This is an optimization exercise on Yosys and OpenROAD, whose aim is small area, not a production implementation.
The RTL was checked by simulation tests, not by an equivalence proof against the original design.
Power figures rest on the tool's default switching activity, not on a simulated workload.

File: flow/design.v
`default_nettype none
module rf_ao22 (
    input  wire logic a, ae, b, be,
    output wire logic y
);
    assign y = (a & ae) | (b & be);
endmodule
module rf_aoi222 (
    input  wire logic a1, a2, b1, b2, c1, c2,
    output wire logic y
);
    assign y = ~((a1 & a2) | (b1 & b2) | (c1 & c2));
endmodule
module rf_aoi22 (
    input  wire logic a1, a2, b1, b2,
    output wire logic y
);
    assign y = ~((a1 & a2) | (b1 & b2));
endmodule
module rf_aoi221 (
    input  wire logic a1, a2, b1, b2, c,
    output wire logic y
);
    assign y = ~((a1 & a2) | (b1 & b2) | c);
endmodule
module rf_nand4 (
    input  wire logic a, b, c, d,
    output wire logic y
);
    assign y = ~(a & b & c & d);
endmodule
module rf_nand3 (
    input  wire logic a, b, c,
    output wire logic y
);
    assign y = ~(a & b & c);
endmodule
module rf_or3 (
    input  wire logic a, b, c,
    output wire logic y
);
    assign y = a | b | c;
endmodule
module rf_read_bit (
    input  wire logic [31:0] d,
    input  wire logic [31:0] s,
    input  wire logic        c,
    output wire logic        y
);
    logic [10:0] g;
    genvar gk;
    generate
        for (gk = 0; gk < 10; gk++) begin : g_aoi
            rf_aoi222 u_aoi (
                .a1(d[3*gk]),   .a2(s[3*gk]),
                .b1(d[3*gk+1]), .b2(s[3*gk+1]),
                .c1(d[3*gk+2]), .c2(s[3*gk+2]),
                .y (g[gk])
            );
        end
    endgenerate
    rf_aoi221 u_last (
        .a1(d[30]), .a2(s[30]), .b1(d[31]), .b2(s[31]), .c(c), .y(g[10])
    );
    logic [2:0] h;
    rf_nand4 u_n0 (.a(g[0]), .b(g[1]), .c(g[2]),  .d(g[3]), .y(h[0]));
    rf_nand4 u_n1 (.a(g[4]), .b(g[5]), .c(g[6]),  .d(g[7]), .y(h[1]));
    rf_nand3 u_n2 (.a(g[8]), .b(g[9]), .c(g[10]),           .y(h[2]));
    rf_or3   u_o  (.a(h[0]), .b(h[1]), .c(h[2]), .y(y));
endmodule
module rf_read_bit_nc (
    input  wire logic [31:0] d,
    input  wire logic [31:0] s,
    output wire logic        y
);
    logic [10:0] g;
    genvar gk;
    generate
        for (gk = 0; gk < 10; gk++) begin : g_aoi
            rf_aoi222 u_aoi (
                .a1(d[3*gk]),   .a2(s[3*gk]),
                .b1(d[3*gk+1]), .b2(s[3*gk+1]),
                .c1(d[3*gk+2]), .c2(s[3*gk+2]),
                .y (g[gk])
            );
        end
    endgenerate
    rf_aoi22 u_last (
        .a1(d[30]), .a2(s[30]), .b1(d[31]), .b2(s[31]), .y(g[10])
    );
    logic [2:0] h;
    rf_nand4 u_n0 (.a(g[0]), .b(g[1]), .c(g[2]),  .d(g[3]), .y(h[0]));
    rf_nand4 u_n1 (.a(g[4]), .b(g[5]), .c(g[6]),  .d(g[7]), .y(h[1]));
    rf_nand3 u_n2 (.a(g[8]), .b(g[9]), .c(g[10]),           .y(h[2]));
    rf_or3   u_o  (.a(h[0]), .b(h[1]), .c(h[2]), .y(y));
endmodule
module mips_register_file #(
    parameter int                    DATA_WIDTH = 32,
    parameter int                    ADDR_WIDTH = 5,
    parameter logic [DATA_WIDTH-1:0] SP_RESET   = 32'h0000_3FFC
) (
    input  wire logic                  Clk,
    input  wire logic                  Rst,
    input  wire logic [ADDR_WIDTH-1:0] ReadRegister1,
    input  wire logic [ADDR_WIDTH-1:0] ReadRegister2,
    input  wire logic [ADDR_WIDTH-1:0] WriteRegister,
    input  wire logic [DATA_WIDTH-1:0] WriteData,
    input  wire logic                  RegWrite,
    input  wire logic [ADDR_WIDTH-1:0] DebugAddr,
    output wire logic [DATA_WIDTH-1:0] ReadData1,
    output wire logic [DATA_WIDTH-1:0] ReadData2,
    output wire logic [DATA_WIDTH-1:0] DebugData
);
    localparam int c_num_regs = 2 ** ADDR_WIDTH;
    localparam int c_sp_index = 29;
    logic [c_num_regs-1:1] w_we;
    logic [c_num_regs-1:1] w_hold;
    logic [c_num_regs-1:1] w_fwd;
    logic [c_num_regs-1:1][DATA_WIDTH-1:0] r_data;
    logic [c_num_regs-1:1][DATA_WIDTH-1:0] w_next;
    logic [c_num_regs-1:1]                 r_valid;
    genvar gi, gb;
    generate
        for (gi = 1; gi < c_num_regs; gi++) begin : g_entry
            assign w_we[gi]   = RegWrite && (WriteRegister == ADDR_WIDTH'(gi));
            assign w_hold[gi] = ~w_we[gi];
            assign w_fwd[gi]  = w_we[gi] && Rst;
            for (gb = 0; gb < DATA_WIDTH; gb++) begin : g_bit
                rf_ao22 u_next (
                    .a (r_data[gi][gb]), .ae(w_hold[gi]),
                    .b (WriteData[gb]),  .be(w_we[gi]),
                    .y (w_next[gi][gb])
                );
            end
            always_ff @(posedge Clk) begin
                r_data[gi] <= w_next[gi];
            end
            always_ff @(posedge Clk or negedge Rst) begin
                if (!Rst)          r_valid[gi] <= 1'b0;
                else if (w_we[gi]) r_valid[gi] <= 1'b1;
            end
        end
    endgenerate
    logic [ADDR_WIDTH-1:0] w_raddr [3];
    logic [DATA_WIDTH-1:0] w_rdata [3];
    assign w_raddr[0] = ReadRegister1;
    assign w_raddr[1] = ReadRegister2;
    assign w_raddr[2] = DebugAddr;
    genvar gp, gr;
    generate
        for (gp = 0; gp < 3; gp++) begin : g_read_port
            logic [31:0] sel;
            logic        hit;
            logic        sp;
            for (gr = 1; gr < c_num_regs; gr++) begin : g_sel
                assign sel[gr-1] = (w_raddr[gp] == ADDR_WIDTH'(gr)) &&
                                   r_valid[gr] && !w_fwd[gr];
            end
            assign hit = RegWrite && Rst && (WriteRegister != '0) &&
                         (w_raddr[gp] == WriteRegister);
            assign sel[31] = hit;
            assign sp = (w_raddr[gp] == ADDR_WIDTH'(c_sp_index)) &&
                        !r_valid[c_sp_index] && !w_fwd[c_sp_index];
            for (gb = 0; gb < DATA_WIDTH; gb++) begin : g_bit
                logic [31:0] d;
                for (gr = 1; gr < c_num_regs; gr++) begin : g_d
                    assign d[gr-1] = r_data[gr][gb];
                end
                assign d[31] = WriteData[gb];
                if (SP_RESET[gb]) begin : g_c
                    rf_read_bit u_bit (.d(d), .s(sel), .c(sp), .y(w_rdata[gp][gb]));
                end else begin : g_nc
                    rf_read_bit_nc u_bit (.d(d), .s(sel), .y(w_rdata[gp][gb]));
                end
            end
        end
    endgenerate
    assign ReadData1 = w_rdata[0];
    assign ReadData2 = w_rdata[1];
    assign DebugData = w_rdata[2];
endmodule
`default_nettype wire
File: flow/run.sh
#!/bin/bash
# synth_recipe.tcl (not shown) runs the flow's synth.tcl, then flattens the netlist and writes it again
# the make line also repeats each setting of config.mk as NAME=value (left out here)
make -C /OpenROAD-flow-scripts/flow DESIGN_CONFIG=/design/flow/config.mk WORK_HOME=/design/flow/orfs CLKGATE_MAP_FILE= SYNTH_SCRIPT=/design/flow/synth_recipe.tcl finish
File: flow/config.mk
export PLATFORM = sky130hd
export DESIGN_NAME = mips_register_file
export DESIGN_NICKNAME = mips_register_file
export VERILOG_FILES = /design/flow/design.v
export SDC_FILE = /design/flow/constraint.sdc
export NUM_CORES = 4
export LEC_CHECK = 0
export CAP_MARGIN = 20
export CORE_MARGIN = 2
export CORE_UTILIZATION = 25
export PLACE_DENSITY = 0.35
export SETUP_SLACK_MARGIN = 0.4
export SLEW_MARGIN = 20
export SYNTH_HIERARCHICAL = 1
export SYNTH_MINIMUM_KEEP_SIZE = 0
File: flow/constraint.sdc
create_clock -name core_clock -period 8.0 [get_ports {Clk}]
set_input_delay 1.6000 -clock core_clock [delete_from_list [all_inputs] [get_ports {Clk}]]
set_output_delay 1.6000 -clock core_clock [all_outputs]
set_load 0.01 [all_outputs]
==> run summary <==
wire per inst 47.8 um; Final nets 4419; Slew headroom 0.233; CP max FO 18; arrival time at the worst endpoint 6.01 ns; Min Clock Period, post-route 7.61 ns; Syn Inst Count 3792; initial core utilization 0.252; Max Cap Viol 0; CTS Sinks 1023; Ys Warns 10; initial antenna violation count 22; status no timing/DRC/antenna violations; Synth area leaders dfxtp_1 45%, a222oi_1 22%, a22o_1 20%; CTS tree yes; largest net degree at the start of global routing 36; CTS Buffer Depth 3; fmax 0.131 GHz; top cell type's share of synthesized area 0.447; H-tree levels 4; Inserted Clock Buffers 130; leak pwr 20.2 nW; gr ovfl total 0; FF+latch count, synth 1023; hpwl dp 188 mm; RD Place Congestion 0.907; synthesized area 44500 um^2; Cell variety after synth 35; via count 50795; Post-Syn Nets 3847; sequential area share after synthesis 0.464; Synth top cells by count 992 x a22o_1, 992 x dfxtp_1, 960 x a222oi_1; share of cells above drive strength 1 0.187; Synth Flop Type dfxtp_1; critical path's slowest cell nor3_2; Worst-Skew Late Latency 0.77 ns; Crit path max-delay family simple AND/OR/NAND/NOR gates; drt total wl 326 mm; crit end category output port; Mean Syn Cell Area 11.7 um^2; Iteration-0 DRC Markers 12322; GRT Util Overall 0.343; area grow syn2layout 27.0%; CP Buf/Inv Count 3; Critical Path Start Type input port; Synth area leader dfxtp_1; skew final 0 ns; vias in the first global route 46899; register area 20600 um^2; Fin Hold WS 0.467 ns; die width 426 um; Layout Cells excl Fill 6822; antenna-violating nets left 0; cts hold-fix bufs 0; Tcrit/Tclk final 0.951; port bufs 150; RSZ-0062 raised after global routing no; clock transition at the registers of the reported paths 0.05 ns; CP max stage delay 0.93 ns; Setup TNS 0 ns; Worst-Margin Slew 1.15 ns; worst slack, placed 0.425 ns; fill count 18015; Critical Path, Cell by Cell clkdlybuf4s50_1 > or3b_2 > nor3_2 > buf_4 > a222oi_1 > nand4_1 > or3_1 > clkdlybuf4s50_1; Hold Vio Cnt, Final 0; I/O pin count 151; Post-synth EDFFs 0; final worst setup slack 0.395 ns; Die ar. 181000 um^2; FFs w/ async S/R, synth 0.0303; pwr dens 277 nW/um^2; peak supply drop 0.000171 V; Setup-failing EPs final 0; Rows 154; via/cell ratio 7.45; most used cell, CP clkdlybuf4s50_1; Root Buffer clkbuf_16; core region area 176000 um^2; Slew Limit Fails 0; Pre-antenna DRT Iters 13; placed insts 6568; multi-input logic area 24300 um^2; critical path class in -> out; Req. time, crit path 6.40 ns; DRC viols 0; first-pass GRT wire length 428 mm; worst min path class reg -> reg; die height 426 um
[through the flow]
stage               power [mW]  utilization  instance area [um^2]
finish                    15.6        0.320                 56500
global route              16.1        0.320                 56500
CTS                       15.6        0.320                 56400
detailed placement        9.51        0.295                 52100
global placement          9.48        0.295                 52100
floorplan                 8.29            -                 44500
[modules after synthesis (local to each module, per instance), a selection]
module              cell area (um^2)  cells  flops+latches
rf_nand3                        5.00      1              0
rf_aoi222                       10.0      1              0
mips_register_file             22600   1360           1023
rf_aoi22                        12.5      1              0
rf_or3                          6.26      1              0
rf_ao22                         8.76      1              0
rf_nand4                        6.26      1              0
rf_aoi221                       15.0      1              0
[metal layers]
layer  vias up  part of all wire  track usage
li1      19577                 -            -
met1     25784              0.40        0.442
met2      4384              0.42        0.495
met3      1044              0.11       0.0910
met4         6             0.078        0.236
met5         -           0.00061      0.00661
[cell usage in the layout (no fill, tap or decap), types with 5 or more instances in the layout]
cell / instances
nand3_1: 102
o31ai_1: 20
clkbuf_8: 34
inv_2: 31
clkdlybuf4s50_1: 126
bufinv_16: 8
buf_2: 23
nand4_1: 193
or3_1: 100
dfrtp_1: 31
a221oi_2: 36
clkbuf_1: 28
nand3b_1: 7
nor3_2: 74
nand2_1: 11
nand2b_1: 34
a222oi_1: 960
inv_6: 5
buf_12: 22
o31ai_2: 6
nor4_2: 17
diode_2: 21
a22o_1: 992
clkbuf_16: 135
or2_2: 15
xnor2_1: 13
a22oi_2: 60
buf_4: 304
dfxtp_1: 992
nor2_4: 31
clkinv_2: 18
[power breakdown]
part	total, mW	leakage, nW	switching (mW)	internal [mW]
Combinational	2.28	9.45	1.08	1.20
Clock	6.13	2.15	2.48	3.65
Sequential	7.22	8.61	1.10	6.12
[registers in the layout, indices dropped and copies added, names as in the netlist]
signal / flops
r_valid: 31
r_data: 992
[layout make-up]
cell class                      count  area share
Inverter                           33     0.00219
Clock buffer                      197      0.0699
Tap cell                         2340      0.0518
Antenna cell                       21    0.000930
Multi-Input combinational cell   2700       0.430
Sequential cell                  1023       0.365
Timing Repair Buffer              476      0.0726
Clock inverter                     32     0.00676
[logic make-up (layout without fill, tap and decap cells)]
group                     after synthesis  in the layout  synth area share
AOI/OAI and AO/OA                    2082           2082             0.448
DFF                                  1023           1023             0.464
and+or+nand+nor                       603            603            0.0784
buffers and inverters                  69            738           0.00673
xor gates and xnor gates               15             15           0.00295
other                                   0             21                 0
[worst paths after layout]
check / slack, ns / start / depth (start not counted) / endpoint
worst max-delay path: 0.39 / ReadRegister2[1] / 8 / ReadData2[22]
max in group asynchronous: 6.64 / Rst / 2 / r_valid[17]
worst min-delay path: 0.47 / r_valid[15] / 1 / r_valid[15]
worst max register to register: 7.18 / r_valid[30] / 1 / r_valid[30]
min in group asynchronous: 0.91 / Rst / 2 / r_valid[3]
worst min register to register: 0.47 / r_valid[15] / 1 / r_valid[15]
[repair_timing]
action,4_1_cts,5_1_grt
endpoints found under the hold margin,0,0
buffers inserted,0,4
gates resized for setup,0,2
endpoints found under the setup margin,0,16

## re-timing with driven ports
In the flow no input, the clock included, has a driving cell. The finished layout below was timed again as built, in two steps. Step 1: set_driving_cell puts a clkbuf_16 on Clk and a buf_2 on each other input, an assumption about the parent block. Step 2 moves the port delays by t, midway between the first and last clock arrival at a register: inputs arrive t later, outputs are due t later. That takes back most of the time a late clock gives input paths. Slacks: ideal ports / drivers / drivers and shift; pairs: ideal ports / drivers.
t, ns: 0.851
setup slack, ns: 0.395 / 0.365 / 0.365
worst register clock-pin slew, ns: 0.07 / 0.07
pins driven straight from the clock port: 1
After both steps this run still meets setup and hold. The setup slack of this run moves by -0.030 ns with the drivers and by -0.030 ns with both steps.
